What follows belongs to an exercise in optimizing a design on an open flow for small area and a short achievable clock period; a production flow would make more cautious choices.
At most, simulation tests tie the RTL to the original design; equivalence was not proved.
Power and IR drop assume default switching activity.

Setup of JK:
## tia_core
module tia_core (
    input wire logic clock,
    input wire logic rst,
    input wire logic execute,
    output logic halted,
    output logic channels_quiescent,
    input wire logic wb_cyc,
    input wire logic wb_stb,
    input wire logic wb_we,
    input wire logic [4:0] wb_adr,
    input wire logic [31:0] wb_dat_w,
    output logic [31:0] wb_dat_r,
    output logic wb_ack,
    input wire logic [1:0] in_valid,
    output logic [1:0] in_ready,
    input wire logic [3:0] in_tag,
    input wire logic [31:0] in_data,
    output logic [1:0] out_valid,
    input wire logic [1:0] out_ready,
    output logic [3:0] out_tag,
    output logic [31:0] out_data
);
clock: 6.0 ns
lec_check: 0
abc_clock_period_in_ps: 3000
cap_margin: 20
core_margin: 2
core_utilization: 40
cts_buf_list: sky130_fd_sc_hd__clkbuf_16
cts_cluster_diameter: 100
cts_cluster_size: 24
setup_slack_margin: 3.0
slew_margin: 20
standard.sh (not shown) runs the stock make flow with config.mk's settings and CLKGATE_MAP_FILE= SYNTH_SCRIPT=/design/flow/synth_recipe.tcl, a recipe that flattens the netlist after the stock synthesis.
==> flow/flow/run.sh <==
#!/bin/bash
# The standard layout, with Yosys's adder extraction to full/half-adder cells turned off so
# that ABC maps the adders itself. Output of the whole run goes to standard.log.
set -euo pipefail
bash standard.sh ADDER_MAP_FILE= finish > standard.log 2>&1
JK finished all stages; the layout is clean.
### JK -> MS
Settings: PLACE_DENSITY now 0.65, previously not set.
==> flow/flow/run.sh <==
#!/bin/bash
# The standard layout with two changes to how it is made: Yosys's adder extraction to
# full/half-adder cells is off so that ABC maps the adders itself, and the port buffers
# that the standard flow puts on every input and output are buf_1 cells. Output of the
# whole run goes to standard.log.
set -euo pipefail
bash standard.sh ADDER_MAP_FILE= "BUFFER_PORTS_ARGS=-buffer_cell sky130_fd_sc_hd__buf_1" finish > standard.log 2>&1
### Flow results
Path length in cells of the critical path (lower): MS
Final standard cell utilization of the core down 1.5 points in MS wrt JK
Sort MS and JK by met3 track demand over resource, descending, and JK comes first.

========
## alpha
tia_core, a different RTL version from the one above (not shown whole).
Size: roughly 2,600 cells after synthesis, about 970 flip-flops, roughly 160 I/O pins, about 0.043 mm^2 of cells after synthesis.
// tia_core
module tia_core (
    input wire logic clock,
    input wire logic rst,
    input wire logic execute,
    output logic halted,
    output logic channels_quiescent,
    input wire logic wb_cyc,
    input wire logic wb_stb,
    input wire logic wb_we,
    input wire logic [4:0] wb_adr,
    input wire logic [31:0] wb_dat_w,
    output logic [31:0] wb_dat_r,
    output logic wb_ack,
    input wire logic [1:0] in_valid,
    output logic [1:0] in_ready,
    input wire logic [3:0] in_tag,
    input wire logic [31:0] in_data,
    output logic [1:0] out_valid,
    input wire logic [1:0] out_ready,
    output logic [3:0] out_tag,
    output logic [31:0] out_data
);
clock: 6.0 ns
lec_check: 0
abc_clock_period_in_ps: 2500
cap_margin: 20
core_margin: 2
core_utilization: 40
setup_slack_margin: 3.0
slew_margin: 20
run.sh (not shown) runs the stock make flow with config.mk's settings and CLKGATE_MAP_FILE= SYNTH_SCRIPT=/design/flow/synth_recipe.tcl, a recipe that flattens the netlist after the stock synthesis.
Stock flow here: none of the scripts above is used.
## Diff of input files: beta against alpha
- ABC_CLOCK_PERIOD_IN_PS changed from 2500 to 3000
- SETUP_SLACK_MARGIN changed from 3.0 to 2.5
## What came out
Diff alpha..beta | hold-critical path depth | negligible. beta | stages: all done | timing, DRC, antenna: all pass. Power share of the combinational group for beta: 0.4 points down relative to alpha. Against alpha, beta reports a met1 track demand over resource that is lower. First-iteration DRC count: beta better than alpha. A critical path capture point of g_out[0].u_fifo.mem[68]$_DFFE_PP_ is what alpha shows, while u_execute.regs[11]$_DFFE_PP_ belongs to beta. beta: clock-buffer cell count is 8 higher than what alpha reported. Pre-CTS setup slack in beta is 190 ps lower than in alpha. In beta, the number of global-route vias before repair came out 3.0% below the value in alpha.
Function was not checked in any run of this note: the RTL went through the layout flow alone.

========
lagoon:
tia_core with an RTL version that a note above also has.
Size: roughly 3300 cells after synthesis, about 1000 flip-flops, roughly 160 I/O pins, ~44000 µm² of cells after synthesis.
Settings: LEC_CHECK=0, ABC_CLOCK_PERIOD_IN_PS=3000, CAP_MARGIN=20, CORE_MARGIN=2, CORE_UTILIZATION=40, CTS_BUF_LIST=sky130_fd_sc_hd__clkbuf_16, CTS_CLUSTER_DIAMETER=100, CTS_CLUSTER_SIZE=24, SETUP_SLACK_MARGIN=3.0, SLEW_MARGIN=20; clock period 6.0 ns.
standard.sh (not shown) runs the stock make flow with config.mk's settings and CLKGATE_MAP_FILE= SYNTH_SCRIPT=/design/flow/synth_recipe.tcl, a recipe that flattens the netlist after the stock synthesis.
==> flow/flow/run.sh <==
#!/bin/bash
# The standard layout with two changes to how it is made: Yosys's adder extraction to
# full/half-adder cells is off so that ABC maps the adders itself, and the port buffers
# that the standard flow puts on every input and output are buf_1 cells. Output of the
# whole run goes to standard.log.
set -euo pipefail
bash standard.sh ADDER_MAP_FILE= "BUFFER_PORTS_ARGS=-buffer_cell sky130_fd_sc_hd__buf_1" finish > standard.log 2>&1
lagoon | stages: all done | timing, DRC, antenna: all pass
Relative to lagoon, the following input files were edited for xenon:
- swapping 3.0 for 2.5 in SETUP_SLACK_MARGIN
==> flow/flow/run.sh <==
#!/bin/bash
# The standard layout, with Yosys's adder extraction to full/half-adder cells turned off so
# that ABC maps the adders itself. Output of the whole run goes to standard.log.
set -euo pipefail
bash standard.sh ADDER_MAP_FILE= finish > standard.log 2>&1
## What came out
Full die area: lagoon vs xenon identical
Setup WNS lagoon -> xenon: worse
u_trigger.preds[1]$_SDFFE_PP0P_ as the capturing element of the worst setup path was reported by lagoon, and u_host.wb_dat_r[14]$_DFF_P_ by xenon.
Re proportion of power drawn by combinational gates: xenon and lagoon aren't equal, and the higher value belongs to lagoon.
Inputs modified between xenon and cedar:
- a change of SETUP_SLACK_MARGIN from 2.5 to 3.0
- an added PLACE_DENSITY of 0.7
==> flow/flow/run.sh <==
#!/bin/bash
# The standard layout with two changes to how it is made: Yosys's adder extraction to
# full/half-adder cells is off so that ABC maps the adders itself, and the port buffers
# that the standard flow puts on every input and output are buf_1 cells. Output of the
# whole run goes to standard.log.
set -euo pipefail
bash standard.sh ADDER_MAP_FILE= "BUFFER_PORTS_ARGS=-buffer_cell sky130_fd_sc_hd__buf_1" finish > standard.log 2>&1
Results
- cedar vs xenon: post-layout worst setup margin up
- Summary of cedar over xenon: signed area change from the synthesized netlist to the final layout picked up an extra 4.6 points, met3 layer wire length in the routed design has increased.

========
build 86:
Another version of the RTL of tia_core (not shown whole).
For scale: ~3000 cells after synthesis, roughly 160 I/O pins, ~0.044 mm² of cells after synthesis.
clock: 6.0 ns
lec_check: 0
abc_clock_period_in_ps: 3000
cap_margin: 20
core_margin: 2
core_utilization: 40
setup_slack_margin: 1.5
slew_margin: 20
run.sh (not shown) runs the stock make flow with config.mk's settings and CLKGATE_MAP_FILE= SYNTH_SCRIPT=/design/flow/synth_recipe.tcl, a recipe that flattens the netlist after the stock synthesis.
Stock flow here: none of the scripts above is used.
## Diff of input files: build 1 against build 86
- swapping 3000 for 2000 in ABC_CLOCK_PERIOD_IN_PS
- swapping 1.5 for 3.0 in SETUP_SLACK_MARGIN
When build 1 is set beside build 86, its sum of net half-perimeters after detailed placement turns out to be about 1.1% larger.
Going from build 86 to build 1, buffer count excluding the clock tree in the final layout grew by more than half.
When build 1 is measured against build 86, its part of the cycle the worst path needs turns out 10 points lower.
Comparing final worst slack for build 1 and build 86, the smaller number came from build 86.
Of build 1 and build 86, it is build 1 that has the lower setup slack after placement.
Between build 1 and build 86, the clock latency reported for the late side of the worst-skew pair figures differ only marginally.
[inputs] build 9 vs build 1
- a change of ABC_CLOCK_PERIOD_IN_PS from 2000 to 3000
- a change of SETUP_SLACK_MARGIN from 3.0 to 4.0
Final standard cell area without fillers (higher): build 9
A critical path startpoint of u_execute.regs[32] is what build 9 shows, while u_execute.x_imm[0] belongs to build 1.
Sequential share of layout area delta for build 9 relative to build 1: 4.4 points lower
Across both runs, multi-input gate share of the layout cell area was lower for build 9 than for build 1.
Per the comparison of build 9 with build 1, worst setup slack after placement up 0.14 ns; power up about 2.3%; wire length of the first global-routing pass up about 1.2%; clock network fraction of total power down 0.6 points.
Relative to build 9, the following input files were edited for build 43:
- changing SETUP_SLACK_MARGIN from 4.0 to 2.5
--- outcome ---
Looking at capturing element of the worst setup path, the u_trigger.preds[0] result is from build 9; the u_execute.regs[30] one comes from build 43.
Diff build 9 -> build 43: total leakage power went down; initial antenna violation count went up; number of instances in the synthesized netlist did not really move; fraction of the cycle the final worst path needs went up; post-placement worst setup slack went down.
No functional check of the RTL was part of any run of this note.

[separate check: timing with driven ports]
Ports are ideal in the flow. The routed layouts listed here were re-timed in OpenROAD.
Step 1: set_driving_cell puts a clkbuf_16 on clock and a buf_2 on each other input, an assumption about the parent block.
Step 2 moves the port delays by t, midway between the first and last clock arrival at a register: inputs arrive t later, outputs are due t later. That takes back most of the time a late clock gives input paths.
Slacks: ideal / step 1 / step 2; pairs: ideal / step 1.
| run | t, ns | setup slack, ns | worst setup path after step 2 | worst slew at a driven data input, ns | pins driven straight from the clock port |
|---|---|---|---|---|---|
| JK | 0.764 | 2.756 / 2.756 / 2.214 | input to register | 0.06 | 1 |
| MS | 0.734 | 2.801 / 2.801 / 2.287 | input to register | 0.09 | 1 |
| alpha | 0.760 | 2.080 / 2.080 / 2.080 | register to register | 0.20 | 1 |
| beta | 0.742 | 2.046 / 2.046 / 1.832 | input to register | 0.08 | 1 |
| lagoon | 0.750 | 2.721 / 2.721 / 2.206 | input to register | 0.06 | 1 |
| xenon | 0.767 | 2.457 / 2.486 / 1.737 | input to register | 0.09 | 1 |
| cedar | 0.763 | 2.724 / 2.724 / 2.096 | input to register | 0.13 | 1 |
| build 86 | 0.768 | 1.553 / 1.553 / 1.512 | input to register | 0.07 | 1 |
| build 1 | 0.760 | 2.177 / 2.177 / 1.872 | input to register | 0.08 | 1 |
| build 9 | 0.765 | 2.231 / 2.231 / 2.082 | input to register | 0.35 | 1 |
| build 43 | 0.762 | 2.121 / 2.121 / 1.823 | input to register | 0.07 | 1 |
After both steps setup and hold are still met in every run listed. The setup slack of xenon, which loses most, moves by +0.029 ns with the drivers and by -0.720 ns with both steps.
